From an optimization exercise on the open Yosys and OpenROAD flow, aimed at small area, a short achievable clock period and few clock cycles per item; shortcuts taken in it are not production practice. In this exercise RTL edits were held to simulation tests only and were not proved equivalent to the original. Power figures rest on the tool's default switching activity, not on a simulated workload.

Design delimiter_text_splitter_core, start of the top module:
module delimiter_text_splitter_core (
    input  logic        aclk,
    input  logic        aresetn,
    input  logic        cfg_we,
    input  logic [2:0]  cfg_addr,
    input  logic [31:0] cfg_wdata,
    input  logic        s_tvalid,
    output logic        s_tready,
    input  logic [7:0]  s_tdata,    
    input  logic        s_tlast,
    output logic        m_tvalid,
    input  logic        m_tready,
    output logic [47:0] m_tdata,    
    output logic [3:0]  m_tuser,    
    output logic        m_tlast
);
Size in the first run: about 100 I/O pins.
clock: 16.0 ns
lec_check: 0
cap_margin: 20
core_margin: 2
core_utilization: 50
cts_buf_list: sky130_fd_sc_hd__clkbuf_16
cts_cluster_diameter: 80
cts_cluster_size: 24
slew_margin: 20
standard.sh (not shown) runs the stock make flow with config.mk's settings and CLKGATE_MAP_FILE= SYNTH_SCRIPT=/design/flow/synth_recipe.tcl, a recipe that flattens the netlist after the stock synthesis.
==> flow/flow/run.sh <==
#!/bin/bash
# The standard layout with buf_2 port buffers, and timing repair aimed at a
# setup slack well above zero so that the layout's paths get sized for speed.
set -euo pipefail
bash standard.sh BUFFER_PORTS_ARGS="-buffer_cell sky130_fd_sc_hd__buf_2" SETUP_SLACK_MARGIN=11.9 TNS_END_PERCENT=100 finish > standard_flow.log 2>&1
The baseline went through all stages and came out clean.
Testbench counts at the start, summed over its fixed seeds: cycles 169,958, bytes 166,651.
Next try:
--- a/flow/config.mk
+++ b/flow/config.mk
@@ -8,7 +8,6 @@
 export CAP_MARGIN = 20
 export CORE_MARGIN = 2
-export CORE_UTILIZATION = 50
-export CTS_BUF_LIST = sky130_fd_sc_hd__clkbuf_16
+export CORE_UTILIZATION = 25
 export CTS_CLUSTER_DIAMETER = 80
-export CTS_CLUSTER_SIZE = 24
+export CTS_CLUSTER_SIZE = 30
 export SLEW_MARGIN = 20
What happened: The changed run finished clean. Total power shrinks by 0.31%. Cell area increases by 3.4%. Worst setup slack degrades by 0.062 ns. Global-route usage came out lower by 9.5 points.

---

The RTL this note starts from:
==> flow/design.v <==
module dts_match (
    input  logic [31:0]  w,
    input  logic [3:0]   avail_ge,     
    input  logic [127:0] cfg_bytes,    
    input  logic [11:0]  leff,         
    output logic         match,
    output logic [1:0]   num,
    output logic [2:0]   len
);
    logic [3:0] m;
    always_comb begin
        for (int d = 0; d < 4; d++) begin
            m[d] = (leff[3*d +: 3] != 3'd0);
            for (int j = 0; j < 4; j++) begin
                if (leff[3*d +: 3] > 3'(j) &&
                    (!avail_ge[j] || w[8*j +: 8] != cfg_bytes[32*d + 8*j +: 8])) begin
                    m[d] = 1'b0;
                end
            end
        end
    end
    always_comb begin
        match = |m;
        num   = m[0] ? 2'd0 : m[1] ? 2'd1 : m[2] ? 2'd2 : 2'd3;
        len   = leff[3*num +: 3];
    end
endmodule
module delimiter_text_splitter_core (
    input  logic        aclk,
    input  logic        aresetn,
    input  logic        cfg_we,
    input  logic [2:0]  cfg_addr,
    input  logic [31:0] cfg_wdata,
    input  logic        s_tvalid,
    output logic        s_tready,
    input  logic [7:0]  s_tdata,    
    input  logic        s_tlast,
    output logic        m_tvalid,
    input  logic        m_tready,
    output logic [47:0] m_tdata,    
    output logic [3:0]  m_tuser,    
    output logic        m_tlast
);
    logic [127:0] cfg_bytes;
    logic [11:0]  cfg_lens;
    logic [2:0]   cfg_count;
    logic [11:0]  leff;
    logic [5:0]   cfg_en;
    logic [31:0]  cfg_d0, cfg_d1, cfg_d2, cfg_d3;
    logic [11:0]  cfg_d4;
    logic [2:0]   cfg_d5;
    always_comb begin
        for (int k = 0; k < 6; k++) begin
            cfg_en[k] = !aresetn || (cfg_we && cfg_addr == 3'(k));
        end
        cfg_d0 = aresetn ? cfg_wdata : 32'h0000_0A0A;
        cfg_d1 = aresetn ? cfg_wdata : 32'h0000_000A;
        cfg_d2 = aresetn ? cfg_wdata : 32'h0000_0009;
        cfg_d3 = aresetn ? cfg_wdata : 32'h0000_202E;
        cfg_d4 = aresetn ? cfg_wdata[11:0] : 12'o2112;
        cfg_d5 = aresetn ? cfg_wdata[2:0] : 3'd3;
    end
    always_ff @(posedge aclk) begin
        if (cfg_en[0]) cfg_bytes[31:0]   <= cfg_d0;
        if (cfg_en[1]) cfg_bytes[63:32]  <= cfg_d1;
        if (cfg_en[2]) cfg_bytes[95:64]  <= cfg_d2;
        if (cfg_en[3]) cfg_bytes[127:96] <= cfg_d3;
        if (cfg_en[4]) cfg_lens          <= cfg_d4;
        if (cfg_en[5]) cfg_count         <= cfg_d5;
    end
    always_comb begin
        for (int d = 0; d < 4; d++) begin
            logic [2:0] c;
            c = cfg_lens[3*d +: 3];
            if (c > 3'd4) c = 3'd4;
            if (cfg_count <= 3'(d)) c = 3'd0;
            leff[3*d +: 3] = c;
        end
    end
    logic        rdy_q;                  
    logic        in_v, in_l;
    logic [7:0]  in_d;
    logic [31:0] rb;                     
    logic [3:0]  rv, rl;                 
    logic        mr_match;               
    logic [1:0]  mr_num;
    logic [2:0]  mr_len;
    logic [1:0]  skip;
    logic [1:0]  hrun;                   
    logic        phase;                  
    logic [20:0] qr;
    logic        near;
    logic [2:0]  pr;
    logic        o_v;
    logic [19:0] o_off;
    logic [20:0] o_len;
    logic        o_hit, o_tl, o_fin;
    logic [1:0]  o_num;
    logic [19:0] nstart;                 
    logic [21:0] d0;                     
    function automatic logic [2:0] head_yield(input logic v0, input logic l0,
                                              input logic m, input logic [1:0] sk,
                                              input logic [1:0] hr, input logic ph);
        logic h;
        h = v0 && sk == 2'd0 && m && !ph;
        head_yield = {h, v0 && (h || l0), l0 && h && hr != 2'd3};
    endfunction
    logic        flush, shift, load, hit, produce, split, fin;
    logic [3:0]  avail_ge;
    logic        match;
    logic [1:0]  mnum;
    logic [2:0]  mlen;
    logic [2:0]  lx;
    logic        t_tl;
    logic [20:0] t_end;
    logic [21:0] len_raw;
    logic [20:0] t_len;
    assign flush = !in_v && (rv[3] ? rl[3] : rv[2] ? rl[2] : rv[1] ? rl[1] : rv[0] && rl[0]);
    assign {hit, produce, split} = head_yield(rv[0], rl[0], mr_match, skip, hrun, phase);
    assign fin   = rl[0] && !split;
    assign load  = (in_v || flush) && produce && !o_v;
    assign shift = (in_v || flush) && (!produce || !o_v) && !split;
    assign avail_ge = {!(rl[1] || rl[2] || rl[3]), !(rl[1] || rl[2]), !rl[1], 1'b1};
    dts_match u_match (
        .w         ({in_d, rb[31:8]}),
        .avail_ge  (avail_ge),
        .cfg_bytes (cfg_bytes),
        .leff      (leff),
        .match     (match),
        .num       (mnum),
        .len       (mlen)
    );
    always_comb begin
        logic [2:0] a4;                  
        logic [2:0] s3;
        logic [2:0] t3;
        a4      = rl[0] ? 3'd3 : rl[1] ? 3'd2 : rl[2] ? 3'd1 : 3'd0;
        t_tl    = near && (pr > a4);
        lx      = hit ? mr_len : 3'd1;
        s3      = {1'b0, d0[1:0]} + lx;
        len_raw = {s3[2] ? d0[21:2] + 20'd1 : d0[21:2], s3[1:0]};
        t_len   = len_raw[21] ? 21'd0 : len_raw[20:0];
        t3      = {1'b0, qr[1:0]} + lx;
        t_end   = {t3[2] ? qr[20:2] + 19'd1 : qr[20:2], t3[1:0]};
    end
    logic [3:0]  rv_nx, rl_nx;
    logic        mr_match_nx;
    logic [1:0]  skip_nx, hrun_nx;
    logic        phase_nx;
    logic [20:0] qr_nx;
    logic        near_nx;
    logic [2:0]  pr_nx;
    always_comb begin
        logic [2:0] a4n;
        logic [2:0] qlo;
        logic       adv;                 
        a4n         = '0;
        qlo         = '0;
        adv         = 1'b0;
        rv_nx       = rv;
        rl_nx       = rl;
        mr_match_nx = mr_match;
        skip_nx     = skip;
        hrun_nx     = hrun;
        phase_nx    = phase;
        qr_nx       = qr;
        near_nx     = near;
        pr_nx       = pr;
        if (load && split) begin
            phase_nx = 1'b1;
        end
        if (shift) begin
            rv_nx       = {in_v, rv[3:1]};
            rl_nx       = {in_v && in_l, rl[3:1]};
            mr_match_nx = match;
            phase_nx    = 1'b0;
            if (!rv[0]) begin
                skip_nx = '0;
            end else if (skip != 2'd0) begin
                skip_nx = skip - 2'd1;
            end else if (mr_match) begin
                skip_nx = 2'(mr_len - 3'd1);
            end
            if (!rv[0] || rl[0] || !hit) begin
                hrun_nx = '0;
            end else if (hrun != 2'd3) begin
                hrun_nx = hrun + 2'd1;
            end
            adv = rv[0] && !rl[0];
            a4n = rl[1] ? 3'd3 : rl[2] ? 3'd2 : rl[3] ? 3'd1 : 3'd0;
            if (adv) begin
                near_nx = near || qr == 21'h0FFFFB;
                pr_nx   = !near ? 3'd0 : (pr == 3'd4) ? 3'd4 : pr + 3'd1;
            end else begin
                near_nx = 1'b0;
                pr_nx   = 3'd0;
            end
            qlo = (pr_nx > a4n) ? a4n : pr_nx;
            if (near_nx) begin
                qr_nx = {19'h3FFFF, qlo[1:0]};
            end else if (adv) begin
                qr_nx = qr + 21'd1;
            end else begin
                qr_nx = '0;
            end
        end
        if (!aresetn) begin
            rv_nx    = '0;
            phase_nx = 1'b0;
        end
    end
    always_ff @(posedge aclk) begin
        rv    <= rv_nx;
        phase <= phase_nx;
    end
    always_ff @(posedge aclk) begin
        if (shift) begin
            rb       <= {in_d, rb[31:8]};
            mr_num   <= mnum;
            mr_len   <= mlen;
        end
        rl       <= rl_nx;
        mr_match <= mr_match_nx;
        skip     <= skip_nx;
        hrun     <= hrun_nx;
        qr       <= qr_nx;
        d0       <= {1'b0, qr_nx} - {2'b00, nstart};
        near     <= near_nx;
        pr       <= pr_nx;
    end
    logic in_v_nx, o_v_nx;
    logic [2:0] y_nx;
    assign in_v_nx = rdy_q ? s_tvalid : in_v;
    assign o_v_nx  = load || (o_v && !m_tready);
    assign y_nx    = head_yield(rv_nx[0], rl_nx[0], mr_match_nx, skip_nx, hrun_nx, phase_nx);
    always_ff @(posedge aclk) begin
        if (!aresetn) begin
            in_v  <= 1'b0;
            rdy_q <= 1'b1;
        end else begin
            in_v  <= in_v_nx;
            rdy_q <= !in_v_nx || ((!y_nx[1] || !o_v_nx) && !y_nx[0]);
        end
    end
    always_ff @(posedge aclk) begin
        if (rdy_q) begin
            in_d <= s_tdata;
            in_l <= s_tlast;
        end
    end
    always_ff @(posedge aclk) begin
        if (!aresetn) begin
            o_v    <= 1'b0;
            nstart <= '0;
        end else begin
            o_v <= o_v_nx;
            if (load) begin
                nstart <= fin ? 20'd0 : (t_end[20] ? 20'hFFFFF : t_end[19:0]);
            end
        end
    end
    always_ff @(posedge aclk) begin
        o_off <= ({20{load}} & nstart) | ({20{!load}} & o_off);
        o_len <= ({21{load}} & t_len) | ({21{!load}} & o_len);
        o_hit <= (load & hit) | (!load & o_hit);
        o_num <= ({2{load & hit}} & mr_num) | ({2{!load}} & o_num);
        o_tl  <= (load & t_tl) | (!load & o_tl);
        o_fin <= (load & fin) | (!load & o_fin);
    end
    assign s_tready = rdy_q;
    assign m_tvalid = o_v;
    assign m_tdata  = {7'd0, o_len, o_off};
    assign m_tuser  = {o_tl, o_num, o_hit};
    assign m_tlast  = o_fin;
endmodule
==> flow/config.mk <==
export PLATFORM = sky130hd
export DESIGN_NAME = delimiter_text_splitter_core
export DESIGN_NICKNAME = delimiter_text_splitter_core
export VERILOG_FILES = /design/flow/design.v
export SDC_FILE = /design/flow/constraint.sdc
export NUM_CORES = 4
export LEC_CHECK = 0
export CAP_MARGIN = 20
export CORE_MARGIN = 2
export CORE_UTILIZATION = 65
export CTS_CLUSTER_DIAMETER = 80
export CTS_CLUSTER_SIZE = 24
export SLEW_MARGIN = 20
==> flow/constraint.sdc <==
create_clock -name core_clock -period 16.0 [get_ports {aclk}]
set_input_delay 3.2000 -clock core_clock [delete_from_list [all_inputs] [get_ports {aclk}]]
set_output_delay 3.2000 -clock core_clock [all_outputs]
set_load 0.01 [all_outputs]
Scripts as last shown in full above: flow/flow/run.sh
Testbench counts at the start, summed over its fixed seeds: cycles 169,958, bytes 166,651.
Then changed:
- CORE_UTILIZATION: 65 -> 25
The new run completed with no timing, DRC or antenna violations. Clock skew shrinks by 0.0079 ns. Design area came out higher by 4.5%. Die area climbs to 2.5 times its value. Global-route usage shrinks by 15 points. Cell count increases by about 30%.
Then changed:
==> flow/flow/run.sh (replaced) <==
#!/bin/bash
# The standard layout with buf_2 port buffers, and timing repair aimed at a
# setup slack well above zero so that the layout's paths get sized for speed.
set -euo pipefail
bash standard.sh BUFFER_PORTS_ARGS="-buffer_cell sky130_fd_sc_hd__buf_2" SETUP_SLACK_MARGIN=12.05 TNS_END_PERCENT=100 finish > standard_flow.log 2>&1
- CORE_UTILIZATION: 25 -> 50
Sequential cell count stays the same.
Power climbs by 0.96%.
Clock-buffer cell count rises by 5.
Synthesized area stays the same.
Wire length is lower by 3.9%.
Worst setup slack improves by 0.025 ns.
Hold slack loses 0.0092 ns.
Critical path depth went up by 1.
Final cell count is lower by 17%.
Then changed:
==> flow/run.sh (new file) <==
#!/bin/bash
# synth_recipe.tcl (not shown) runs the flow's synth.tcl, then flattens the netlist and writes it again
# the make line also repeats each setting of config.mk as NAME=value (left out here)
make -C /OpenROAD-flow-scripts/flow DESIGN_CONFIG=/design/flow/config.mk WORK_HOME=/design/flow/orfs CLKGATE_MAP_FILE= SYNTH_SCRIPT=/design/flow/synth_recipe.tcl finish
- CAP_MARGIN: 20 -> 40
- SETUP_SLACK_MARGIN: default -> 5
- SLEW_MARGIN: 20 -> 60
removed: flow/flow/run.sh
removed: flow/standard.sh
The new run went through all stages and came out clean.
Clock-buffer cell count is unchanged.
Area after synthesis stays the same.
Clock skew hardly moves.
Power goes down by 1.9%.
Worst hold slack barely changes.
Maximum frequency came out lower by 18%.
Then changed:
==> flow/flow/run.sh (new file) <==
#!/bin/bash
# The standard layout with buf_2 port buffers, and timing repair aimed at a
# setup slack well above zero so that the layout's paths get sized for speed.
set -euo pipefail
bash standard.sh BUFFER_PORTS_ARGS="-buffer_cell sky130_fd_sc_hd__buf_2" SETUP_SLACK_MARGIN=11.9 TNS_END_PERCENT=100 finish > standard_flow.log 2>&1
==> flow/standard.sh (new file) <==
#!/bin/bash
# synth_recipe.tcl (not shown) runs the flow's synth.tcl, then flattens the netlist and writes it again
# the make line also repeats each setting of config.mk as NAME=value (left out here)
make -C /OpenROAD-flow-scripts/flow DESIGN_CONFIG=/design/flow/config.mk WORK_HOME=/design/flow/orfs CLKGATE_MAP_FILE= SYNTH_SCRIPT=/design/flow/synth_recipe.tcl "${@:-finish}"
- CAP_MARGIN: 40 -> 20
- CORE_UTILIZATION: 50 -> 60
- CTS_CLUSTER_SIZE: 24 -> 28
- SETUP_SLACK_MARGIN: 5 -> default
- SLEW_MARGIN: 60 -> 20
removed: flow/run.sh
=> Via count climbs by 2.4%; register-to-register slack improves by 1.2 ns; core utilization climbs by 11 points; design area drops by 0.31%; power climbs by 0.76%; fmax climbs by 23%; non-clock buffer count climbs by 23.

-- port drivers added, routing unchanged --
In the flow no input, the clock included, has a driving cell. The finished layouts below were timed again as built, in two steps.
Step 1 sets driving cells, clkbuf_16 on the clock port and buf_2 on the other inputs (assumed; they add their load-dependent delay and slew).
Step 2 times the ports against the registers' clock, not the clock port: input delays grow and output delays shrink by t, the midpoint of the rising clock arrivals with the driver on.
a / b / c = ideal ports / drivers / drivers and shift; a / b = the first two.
run | shift t [ns] | setup WS [ns] | worst setup path at the end | worst register clock-pin slew, ns
the first run of note 1 | 0.562 | 11.763 / 11.713 / 11.448 | input to register | 0.10 / 0.10
the second run of note 1 | 0.560 | 11.701 / 11.653 / 11.473 | input to register | 0.12 / 0.12
the first run of note 2 | 0.544 | 11.733 / 11.686 / 11.447 | input to register | 0.10 / 0.10
the second run of note 2 | 0.576 | 11.689 / 11.637 / 11.480 | input to register | 0.10 / 0.10
the third run of note 2 | 0.557 | 11.714 / 11.663 / 11.522 | input to register | 0.10 / 0.10
the fourth run of note 2 | 0.556 | 10.757 / 10.757 / 10.757 | register to register | 0.10 / 0.10
the fifth run of note 2 | 0.553 | 11.729 / 11.682 / 11.429 | input to register | 0.10 / 0.10
After both steps setup and hold are still met in every run listed. The setup slack of the first run of note 1, which loses most, moves by -0.050 ns with the drivers and by -0.315 ns with both steps.
